What follows belongs to an exercise in optimizing a design on an open flow for small area; a production flow would make more cautious choices. Function was checked by simulation only, so behaviour that the tests miss may differ from the original. The clock port is modelled as an ideal driver; clocking choices that lean on that would not hold on a real chip. No activity file was given, so power comes from the tool's default toggle rates.

== JK ==
==> flow/design.v (excerpt) <==
module cache_top (
  input  logic        Clock,
  input  logic        reset,
  input  logic        psel,
  input  logic        penable,
  input  logic        pwrite,
  input  logic [7:0]  paddr,
  input  logic [31:0] pwdata,
  output logic [31:0] prdata,
  output logic        pready,
  output logic        pslverr
);
Settings: LEC_CHECK=0, CAP_MARGIN=20, CORE_MARGIN=2, CORE_UTILIZATION=60, PLACE_DENSITY=0.75, SLEW_MARGIN=20; clock period 9.0 ns.
standard.sh (not shown) runs the stock make flow with config.mk's settings and CLKGATE_MAP_FILE= SYNTH_SCRIPT=/design/flow/synth_recipe.tcl, a recipe that flattens the netlist after the stock synthesis.
==> flow/flow/run.sh <==
#!/bin/bash
# Standard layout with custom CTS arguments and small port buffers.
set -euo pipefail
export CTS_ARGS="-sink_clustering_enable -repair_clock_nets -dont_use_dummy_load -sink_clustering_size 12 -sink_clustering_max_diameter 50 -buf_list {sky130_fd_sc_hd__clkbuf_4} -root_buf sky130_fd_sc_hd__clkbuf_16 -tree_buf sky130_fd_sc_hd__clkbuf_8"
export BUFFER_PORTS_ARGS="-buffer_cell sky130_fd_sc_hd__buf_1"
bash standard.sh > standard.log 2>&1
Inputs modified between JK and MS:
==> flow/flow/run.sh <==
#!/bin/bash
# Standard layout with custom CTS arguments and small port buffers.
set -euo pipefail
export CTS_ARGS="-sink_clustering_enable -repair_clock_nets -dont_use_dummy_load -sink_clustering_size 20 -sink_clustering_max_diameter 60 -buf_list {sky130_fd_sc_hd__clkbuf_8}"
export BUFFER_PORTS_ARGS="-buffer_cell sky130_fd_sc_hd__buf_1"
bash standard.sh > standard.log 2>&1
==> comparison <==
Per the comparison of MS with JK, row count barely changed; number of standard cells after synthesis barely changed; total power after layout barely changed; met3 global-route usage dropped 1.4 points; clock distribution area overhead in the final layout barely changed.
MS | status: complete | timing, DRC, antenna: pass

---

Starting RTL as in the previous note.
Design cache_top, start of the top module:
module cache_top (
  input  logic        Clock,
  input  logic        reset,
  input  logic        psel,
  input  logic        penable,
  input  logic        pwrite,
  input  logic [7:0]  paddr,
  input  logic [31:0] pwdata,
  output logic [31:0] prdata,
  output logic        pready,
  output logic        pslverr
);
Settings: LEC_CHECK=0, CAP_MARGIN=20, CORE_MARGIN=2, CORE_UTILIZATION=60, PLACE_DENSITY=0.75, SLEW_MARGIN=20; clock period 9.0 ns.
==> flow/flow/run.sh <==
#!/bin/bash
# Standard layout with custom CTS arguments and small port buffers.
set -euo pipefail
export CTS_ARGS="-sink_clustering_enable -repair_clock_nets -dont_use_dummy_load -sink_clustering_size 11 -sink_clustering_max_diameter 30 -buf_list {sky130_fd_sc_hd__clkbuf_4}"
export BUFFER_PORTS_ARGS="-buffer_cell sky130_fd_sc_hd__buf_1"
bash standard.sh > standard.log 2>&1
The starting point completed with no timing, DRC or antenna violations.
Edit:
==> flow/flow/run.sh (replaced) <==
#!/bin/bash
# Standard layout with custom CTS arguments, small port buffers, and a
# post-CTS step that upsizes leaf clock buffers with slow clock-pin slews.
set -euo pipefail
HERE=$(cd "$(dirname "$0")" && pwd)
export CTS_ARGS="-sink_clustering_enable -repair_clock_nets -dont_use_dummy_load -sink_clustering_size 15 -sink_clustering_max_diameter 50 -buf_list {sky130_fd_sc_hd__clkbuf_4}"
export BUFFER_PORTS_ARGS="-buffer_cell sky130_fd_sc_hd__buf_1"
export POST_CTS_TCL="$HERE/post_cts.tcl"
export LEAF_SLEW_LIMIT=0.10
bash standard.sh > standard.log 2>&1
==> flow/flow/post_cts.tcl (new file) <==
# Upsize clock leaf buffers whose flip-flop clock pins would see a slow slew.
set thr $::env(LEAF_SLEW_LIMIT)
estimate_parasitics -placement
set n_up 0
foreach inst [get_cells -hier *] {
  set m [get_property $inst ref_name]
  if {$m ne "sky130_fd_sc_hd__clkbuf_4"} { continue }
  set pin [get_pins -of_objects $inst -filter "direction==output"]
  set net [get_nets -of_objects $pin]
  set mx 0
  foreach p [get_pins -of_objects $net -filter "direction==input"] {
    set s [get_property $p slew_max]
    if {$s > $mx} { set mx $s }
  }
  if {$mx > $thr} {
    replace_cell $inst sky130_fd_sc_hd__clkbuf_8
    incr n_up
  }
}
puts "post_cts: upsized $n_up leaf buffers over $thr"
detailed_placement
check_placement -verbose
estimate_parasitics -placement
Design area rises by 0.86%.
Worst hold slack gets better by 0.039 ns.
Clock skew shrinks by 0.041 ns.
Core utilization climbs by 0.56 points.
Global-route usage grows by 0.13 points.
Worst setup slack gets better by 0.010 ns.
Sequential share of layout area drops by 0.74 points.
Final cell count is lower by 2.0%.
Synthesized cell count is unchanged.
Edit:
==> flow/flow/run.sh (replaced) <==
#!/bin/bash
# Standard layout with custom CTS arguments and small port buffers.
set -euo pipefail
export CTS_ARGS="-sink_clustering_enable -repair_clock_nets -dont_use_dummy_load -sink_clustering_size 12 -sink_clustering_max_diameter 50 -buf_list {sky130_fd_sc_hd__clkbuf_4}"
export BUFFER_PORTS_ARGS="-buffer_cell sky130_fd_sc_hd__buf_1"
bash standard.sh > standard.log 2>&1
removed: flow/flow/post_cts.tcl
Effect: The new run went through all stages and came out clean; cell count went up by about 1%; wire length went down by 1.1%; sequential power barely changes.

---

cache_top, a different RTL version from the one above (not shown whole).
Size: about 2200 cells after synthesis, roughly 79 I/O pins, roughly 39000 µm² of cells after synthesis.
Design cache_top, start of the top module:
module cache_top (
  input  logic        Clock,
  input  logic        reset,
  input  logic        psel,
  input  logic        penable,
  input  logic        pwrite,
  input  logic [7:0]  paddr,
  input  logic [31:0] pwdata,
  output logic [31:0] prdata,
  output logic        pready,
  output logic        pslverr
);
  localparam logic [1:0] MODIFIED  = cache_line_pkg::MODIFIED;
  localparam logic [1:0] EXCLUSIVE = cache_line_pkg::EXCLUSIVE;
  localparam logic [1:0] SHARED    = cache_line_pkg::SHARED;
  localparam logic [1:0] INVALID   = cache_line_pkg::INVALID;
  logic [31:0]           addr_q;
  logic [5:0]            tidx;     
  logic                  swp;      
  logic [3:0]            ph;       
  logic [2:0]            cpos;     
  logic                  cclr;     
  logic                  hit_a;    
  logic                  free_a;
  logic [1:0]            cw;       
  logic [1:0]            cs;       
  logic [1:0]            vw;       
  logic                  wbf;      
  logic [63:0][23:0]     ring;     
  logic [15:0][5:0]      lru;
  logic [4:0][15:0]      cring;
  logic       access;
  logic [3:0] cmd;
  logic       c_rd, c_wr, c_inv, c_snp, c_clr, c_rw, cmd_ok;
  logic       a_addr, a_cmd, a_probe, a_cnt;
  logic [2:0] cnt_idx;
  logic [3:0] aset;
  logic [21:0] atag;
  assign access  = psel && penable;
  assign cmd     = pwdata[3:0];
  ...
export LEC_CHECK = 0
export CAP_MARGIN = 20
export CORE_MARGIN = 2
export CORE_UTILIZATION = 60
export PLACE_DENSITY = 0.75
export SLEW_MARGIN = 20
create_clock -name core_clock -period 9.0 [get_ports {Clock}]
==> flow/flow/run.sh <==
#!/bin/bash
# Standard layout with CTS dummy loads off and small port buffers.
set -euo pipefail
export CTS_ARGS="-sink_clustering_enable -repair_clock_nets -dont_use_dummy_load -sink_clustering_size 30 -buf_list {sky130_fd_sc_hd__clkbuf_4 sky130_fd_sc_hd__clkbuf_8}"
export BUFFER_PORTS_ARGS="-buffer_cell sky130_fd_sc_hd__buf_1"
bash standard.sh > standard.log 2>&1
The baseline ran to the end with no violations.
==> next run, changes <==
==> flow/run.sh (new file) <==
#!/bin/bash
# synth_recipe.tcl (not shown) runs the flow's synth.tcl, then flattens the netlist and writes it again
# the make line also repeats each setting of config.mk as NAME=value (left out here)
make -C /OpenROAD-flow-scripts/flow DESIGN_CONFIG=/design/flow/config.mk WORK_HOME=/design/flow/orfs CLKGATE_MAP_FILE= SYNTH_SCRIPT=/design/flow/synth_recipe.tcl finish
CORE_UTILIZATION = 40   (was 60)
CTS_BUF_LIST = sky130_fd_sc_hd__clkbuf_4 sky130_fd_sc_hd__clkbuf_8   (was default)
CTS_CLUSTER_SIZE = 30   (was default)
PLACE_DENSITY = default   (was 0.75)
removed: flow/flow/run.sh
removed: flow/standard.sh
Effect: Cell area went up by about 8%. Area after synthesis stays the same. Via count increases by 2.7%. Cell count went up by about 19%. Non-clock buffer count stays the same. Clock-buffer cell count rises by 149. Maximum frequency shrinks by about 14%.
==> next run, changes <==
CORE_UTILIZATION = 60   (was 40)
CTS_BUF_LIST = sky130_fd_sc_hd__clkbuf_8   (was sky130_fd_sc_hd__clkbuf_4 sky130_fd_sc_hd__clkbuf_8)
Effect: The new run completed without violations. Clock-buffer cell count drops by 85. Total power drops by a few percent. Cell area drops by a few percent. Core utilization climbs by 22 points. Global-route usage climbs by 4.7 points. Clock power drops by roughly a tenth. Worst hold slack gains 0.0041 ns.
==> next run, changes <==
==> flow/flow/run.sh (new file) <==
#!/bin/bash
# Standard layout with CTS dummy loads off and small port buffers.
set -euo pipefail
export CTS_ARGS="-sink_clustering_enable -repair_clock_nets -dont_use_dummy_load -buf_list {sky130_fd_sc_hd__clkbuf_8 sky130_fd_sc_hd__clkbuf_16}"
export BUFFER_PORTS_ARGS="-buffer_cell sky130_fd_sc_hd__buf_1"
bash standard.sh > standard.log 2>&1
==> flow/standard.sh (new file) <==
#!/bin/bash
# synth_recipe.tcl (not shown) runs the flow's synth.tcl, then flattens the netlist and writes it again
# the make line also repeats each setting of config.mk as NAME=value (left out here)
make -C /OpenROAD-flow-scripts/flow DESIGN_CONFIG=/design/flow/config.mk WORK_HOME=/design/flow/orfs CLKGATE_MAP_FILE= SYNTH_SCRIPT=/design/flow/synth_recipe.tcl "${@:-finish}"
CTS_BUF_LIST = default   (was sky130_fd_sc_hd__clkbuf_8)
CTS_CLUSTER_SIZE = default   (was 30)
PLACE_DENSITY = 0.75   (was default)
removed: flow/run.sh
=> Sequential power is about the same. Count of clock-buffer cells in the layout falls by 143. Final area came out lower by 3.2%. Global-route usage rose by 2.5 points. Wire length rises by 17%. Combinational power goes down by about 10%. Total power drops by 2.1%.
==> next run, changes <==
==> flow/flow/run.sh (replaced) <==
#!/bin/bash
# Standard layout with custom CTS arguments and small port buffers.
set -euo pipefail
export CTS_ARGS="-sink_clustering_enable -repair_clock_nets -dont_use_dummy_load -sink_clustering_size 20 -sink_clustering_max_diameter 60 -buf_list {sky130_fd_sc_hd__clkbuf_8}"
export BUFFER_PORTS_ARGS="-buffer_cell sky130_fd_sc_hd__buf_1"
bash standard.sh > standard.log 2>&1
Effect: Via count drops by 4.0%. Routed wire length drops by 14%. Global-route usage drops by 2.7 points. Synthesized cell count is unchanged. Sequential power stays flat. Fmax drops by 0.46%. Die area stays the same. Total power drops by 18%.

---

Setup of delta:
The RTL this note starts from:
==> flow/design.v <==
package cache_cmd_pkg;
  localparam logic [3:0] CMD_READ      = 4'd0;
  localparam logic [3:0] CMD_WRITE     = 4'd1;
  localparam logic [3:0] CMD_INVAL     = 4'd3;   
  localparam logic [3:0] CMD_SNOOP_RFO = 4'd4;   
  localparam logic [3:0] CMD_CLEAR     = 4'd8;
  localparam int REQ_BITS = 4 + 32;
endpackage
package cache_line_pkg;
  localparam logic [1:0] MODIFIED  = 2'd0;
  localparam logic [1:0] EXCLUSIVE = 2'd1;
  localparam logic [1:0] SHARED    = 2'd2;
  localparam logic [1:0] INVALID   = 2'd3;
  localparam int EV_RD    = 4;
  localparam int EV_WR    = 3;
  localparam int EV_HIT   = 2;
  localparam int EV_MISS  = 1;
  localparam int EV_WBACK = 0;
endpackage
module cache_top (
  input  logic        Clock,
  input  logic        reset,
  input  logic        psel,
  input  logic        penable,
  input  logic        pwrite,
  input  logic [7:0]  paddr,
  input  logic [31:0] pwdata,
  output logic [31:0] prdata,
  output logic        pready,
  output logic        pslverr
);
  localparam logic [1:0] MODIFIED  = cache_line_pkg::MODIFIED;
  localparam logic [1:0] EXCLUSIVE = cache_line_pkg::EXCLUSIVE;
  localparam logic [1:0] SHARED    = cache_line_pkg::SHARED;
  localparam logic [1:0] INVALID   = cache_line_pkg::INVALID;
  logic [31:0]           addr_q;
  logic [5:0]            tidx;     
  logic                  swp;      
  logic [3:0]            ph;       
  logic [2:0]            cpos;     
  logic                  cclr;     
  logic                  hit_a;    
  logic [1:0]            cw;       
  logic [1:0]            cs;       
  logic [63:0][23:0]     ring;     
  logic [4:0][15:0]      cring;
  logic       access;
  logic [3:0] cmd;
  logic       c_rd, c_wr, c_inv, c_snp, c_clr, c_rw, cmd_ok;
  logic       a_addr, a_cmd, a_probe, a_cnt;
  logic [2:0] cnt_idx;
  logic [3:0] aset;
  logic [21:0] atag;
  assign access  = psel && penable;
  assign cmd     = pwdata[3:0];
  assign c_rd    = (cmd == cache_cmd_pkg::CMD_READ);
  assign c_wr    = (cmd == cache_cmd_pkg::CMD_WRITE);
  assign c_inv   = (cmd == cache_cmd_pkg::CMD_INVAL);
  assign c_snp   = (cmd == cache_cmd_pkg::CMD_SNOOP_RFO);
  assign c_clr   = (cmd == cache_cmd_pkg::CMD_CLEAR);
  assign c_rw    = c_rd || c_wr;
  assign cmd_ok  = c_rw || c_inv || c_snp || c_clr;
  assign a_addr  = (paddr == 8'h00);
  assign a_cmd   = (paddr == 8'h04);
  assign a_probe = (paddr == 8'h08);
  assign a_cnt   = (paddr == 8'h10) || (paddr == 8'h14) || (paddr == 8'h18) ||
                   (paddr == 8'h1C) || (paddr == 8'h20);
  assign cnt_idx = paddr[5] ? 3'd4 : {1'b0, paddr[3:2]};
  assign aset    = addr_q[9:6];
  assign atag    = addr_q[31:10];
  logic start, scan, first, apply, win;
  logic scan_req;
  assign scan_req = access && (pwrite ? (a_cmd && (c_rw || c_inv || c_snp)) : a_probe);
  assign start    = (ph == 4'd0) && scan_req && (tidx == {aset, 2'b00});
  assign first    = (ph == 4'd0);
  assign scan     = start || (ph != 4'd0 && ph < 4'd4);
  assign apply    = pwrite && (ph[3:2] == 2'b01);    
  assign win      = pwrite && (ph[3] || ph[2]);      
  always_ff @(posedge Clock or posedge reset)
  begin
    if (reset)
      ph <= '0;
    else if (start)
      ph <= 4'd1;
    else if (ph != 4'd0)
    begin
      if (ph == 4'd8 || (ph == 4'd4 && !pwrite))
        ph <= '0;
      else
        ph <= ph + 1'b1;
    end
  end
  always_ff @(posedge Clock or posedge reset)
  begin
    if (reset)
    begin
      tidx <= 6'd4;
      swp  <= 1'b1;
    end
    else
    begin
      tidx <= tidx + 1'b1;
      if (tidx == 6'd3)    
        swp <= access && pwrite && a_cmd && c_clr;
    end
  end
  logic [21:0] ttag;
  logic [1:0]  tw, tst;
  logic        stale_t;
  logic        match, h;
  assign tw      = tidx[1:0];
  assign stale_t = swp && (tidx[5:2] != 4'd0);
  assign ttag    = ring[59][23:2];
  assign tst     = stale_t ? INVALID : ring[59][1:0];
  assign match   = (tst != INVALID) && (ttag == atag);
  assign h       = !first && hit_a;
  always_ff @(posedge Clock)
  begin
    if (scan)
    begin
      if (first || match || (!h && tst == INVALID))
      begin
        cw <= tw;
        cs <= tst;
      end
      hit_a  <= h || match;
    end
  end
  logic [21:0] ftag, gtag, ntag;
  logic [1:0]  fw, fst, gst, nst;
  logic        touch;
  assign fw     = tidx[1:0];
  assign ftag   = ring[63][23:2];
  assign fst    = swp ? INVALID : ring[63][1:0];
  assign gtag   = ring[62][23:2];
  assign gst    = swp ? INVALID : ring[62][1:0];
  assign touch  = c_rw || hit_a;
  always_comb
  begin
    ntag = ftag;
    nst  = fst;
    if (apply && touch && fw >= cw)
    begin
      if (fw != 2'd3)
      begin
        ntag = gtag;
        nst  = gst;
      end
      else
      begin
        ntag = atag;
        if (c_wr)
          nst = MODIFIED;
        else if (c_rd)
          nst = !hit_a ? EXCLUSIVE : (cs == EXCLUSIVE) ? SHARED : cs;
        else
          nst = INVALID;
      end
    end
  end
  always_ff @(posedge Clock)
    ring <= {ring[62:0], {ntag, nst}};
  logic [15:0] head, cnew;
  logic        ev, inc;
  assign head = cring[4];
  always_comb
  begin
    case (cpos)
      3'd0:    ev = c_rd;
      3'd1:    ev = c_wr;
      3'd2:    ev = c_rw && hit_a;
      3'd3:    ev = c_rw && !hit_a;
      default: ev = (cs == MODIFIED) && (c_rw ? !hit_a : (c_inv && hit_a));
    endcase
  end
  assign inc  = win && ev && (head != 16'hFFFF);
  assign cnew = cclr ? 16'd0 : head + {15'd0, inc};
  always_ff @(posedge Clock)
    cring <= {cring[3:0], cnew};
  always_ff @(posedge Clock or posedge reset)
  begin
    if (reset)
    begin
      cpos <= '0;
      cclr <= 1'b1;
    end
    else
    begin
      cpos <= (cpos == 3'd4) ? 3'd0 : cpos + 1'b1;
      if (cpos == 3'd4)
        cclr <= 1'b0;
    end
  end
  always_ff @(posedge Clock or posedge reset)
  begin
    if (reset)
      addr_q <= '0;
    else if (access && pwrite && a_addr)
      addr_q <= pwdata;
  end
  always_comb
  begin
    pready  = 1'b1;
    pslverr = 1'b0;
    if (pwrite)
    begin
      if (a_cmd && cmd_ok)
        pready = c_clr ? (tidx == 6'd3) : (ph == 4'd8);
      else if (!a_addr)
        pslverr = 1'b1;
    end
    else
    begin
      if (a_probe)
        pready = (ph == 4'd4);
      else if (a_cnt)
        pready = (cpos == cnt_idx) && !cclr;
      else if (!a_addr)
        pslverr = 1'b1;
    end
  end
  always_comb
  begin
    if (!paddr[3] && !paddr[4] && !paddr[5])
      prdata = addr_q;
    else if (paddr[3] && !paddr[4])
      prdata = {30'd0, hit_a ? cs : INVALID};
    else
      prdata = {16'd0, head};
  end
endmodule
clock: 9.0 ns
lec_check: 0
cap_margin: 20
core_margin: 2
core_utilization: 55
place_density: 0.7
slew_margin: 20
==> flow/flow/run.sh <==
#!/bin/bash
# Standard layout with custom CTS arguments and small port buffers.
set -euo pipefail
export CTS_ARGS="-sink_clustering_enable -repair_clock_nets -dont_use_dummy_load -sink_clustering_size 24 -sink_clustering_max_diameter 40 -buf_list {sky130_fd_sc_hd__clkbuf_8}"
export BUFFER_PORTS_ARGS="-buffer_cell sky130_fd_sc_hd__buf_1"
bash standard.sh > standard.log 2>&1
For garnet, these inputs were changed with respect to delta:
==> flow/flow/run.sh <==
#!/bin/bash
# Standard layout with custom CTS arguments and small port buffers.
set -euo pipefail
export CTS_ARGS="-sink_clustering_enable -repair_clock_nets -dont_use_dummy_load -sink_clustering_size 12 -sink_clustering_max_diameter 40 -buf_list {sky130_fd_sc_hd__clkbuf_4}"
export BUFFER_PORTS_ARGS="-buffer_cell sky130_fd_sc_hd__buf_1"
bash standard.sh > standard.log 2>&1
--- outcome ---
Per the comparison of garnet with delta, worst hold margin went down by 7.2 ps, utilization went down by 0.83 points, distinct cell type count of the synthesized netlist was more or less identical.
The inputs of violet differ from those of garnet as listed below.
# garnet
export LEC_CHECK = 0
export CAP_MARGIN = 20
export CORE_MARGIN = 2
export CORE_UTILIZATION = 55
export PLACE_DENSITY = 0.7
export SLEW_MARGIN = 20
create_clock -name core_clock -period 9.0 [get_ports {Clock}]
# violet
export LEC_CHECK = 0
export CAP_MARGIN = 20
export CORE_MARGIN = 2
export CORE_UTILIZATION = 60
export PLACE_DENSITY = 0.75
export SLEW_MARGIN = 20
create_clock -name core_clock -period 9.0 [get_ports {Clock}]
==> flow/flow/run.sh <==
#!/bin/bash
# Standard layout with custom CTS arguments and small port buffers.
set -euo pipefail
export CTS_ARGS="-sink_clustering_enable -repair_clock_nets -dont_use_dummy_load -sink_clustering_size 12 -sink_clustering_max_diameter 50 -buf_list {sky130_fd_sc_hd__clkbuf_4}"
export BUFFER_PORTS_ARGS="-buffer_cell sky130_fd_sc_hd__buf_1"
bash standard.sh > standard.log 2>&1
Notes after the runs:
Both conditions hold for violet: the flow ran to the end and the final layout passed the timing, design-rule and antenna checks. Of violet and garnet, the higher count of clock-net buffers in the final layout belongs to garnet. Worst hold slack down 48 ps in violet wrt garnet. violet vs. garnet: number of CTS-inserted buffers -4, power held steady, weighted congestion at the end of routability-driven global placement now smaller. garnet has higher area overhead of the layout relative to synthesis than violet. violet vs. garnet: starting density of the core went up 5.1 points; non-clock inverter instance count of the final layout held; non-filler instance count after layout went down 95. | area enclosed by the die boundary | lower: violet |.

-- static timing again, ports no longer ideal --
Ports are ideal in the flow. The routed layouts listed here were re-timed in OpenROAD. Step 1 sets driving cells, clkbuf_16 on the clock port and buf_2 on the other inputs (assumed; they add their load-dependent delay and slew). Step 2 moves the port delays by t, midway between the first and last clock arrival at a register: inputs arrive t later, outputs are due t later. That takes back most of the time a late clock gives input paths. Three values: no drivers, after step 1, after step 2; two values: the first two.
run	t (ns)	setup slack, ns	worst hold slack (ns)	clock arrival spread, ns	pins driven straight from the clock port
JK	0.698	3.796 / 3.773 / 3.773	0.279 / 0.279 / 0.279	0.111 / 0.110	1
MS	0.710	3.743 / 3.720 / 3.720	0.263 / 0.263 / 0.263	0.119 / 0.118	1
the first run of note 2	1.030	3.798 / 3.775 / 3.775	0.247 / 0.247 / 0.247	0.128 / 0.127	1
the second run of note 2	0.810	3.808 / 3.785 / 3.785	0.286 / 0.286 / 0.286	0.077 / 0.077	1
the third run of note 2	1.000	3.787 / 3.763 / 3.763	0.269 / 0.269 / 0.269	0.140 / 0.141	1
the first run of note 3	0.836	3.582 / 3.558 / 3.558	0.289 / 0.289 / 0.289	0.081 / 0.080	1
the second run of note 3	0.882	2.732 / 2.696 / 2.696	0.291 / 0.291 / 0.291	0.066 / 0.066	1
the third run of note 3	0.859	2.724 / 2.702 / 2.702	0.295 / 0.295 / 0.295	0.043 / 0.042	1
the fourth run of note 3	0.744	3.584 / 3.560 / 3.560	0.298 / 0.298 / 0.298	0.070 / 0.071	1
the fifth run of note 3	0.739	3.559 / 3.535 / 3.535	0.295 / 0.295 / 0.295	0.070 / 0.070	1
delta	0.780	3.808 / 3.787 / 3.787	0.274 / 0.274 / 0.274	0.097 / 0.097	1
garnet	1.010	3.799 / 3.779 / 3.779	0.267 / 0.267 / 0.267	0.123 / 0.124	1
violet	0.982	3.850 / 3.825 / 3.825	0.220 / 0.220 / 0.220	0.129 / 0.129	1
After both steps setup and hold are still met in every run listed. The setup slack of the second run of note 3, which loses most, moves by -0.036 ns with the drivers and by -0.036 ns with both steps.
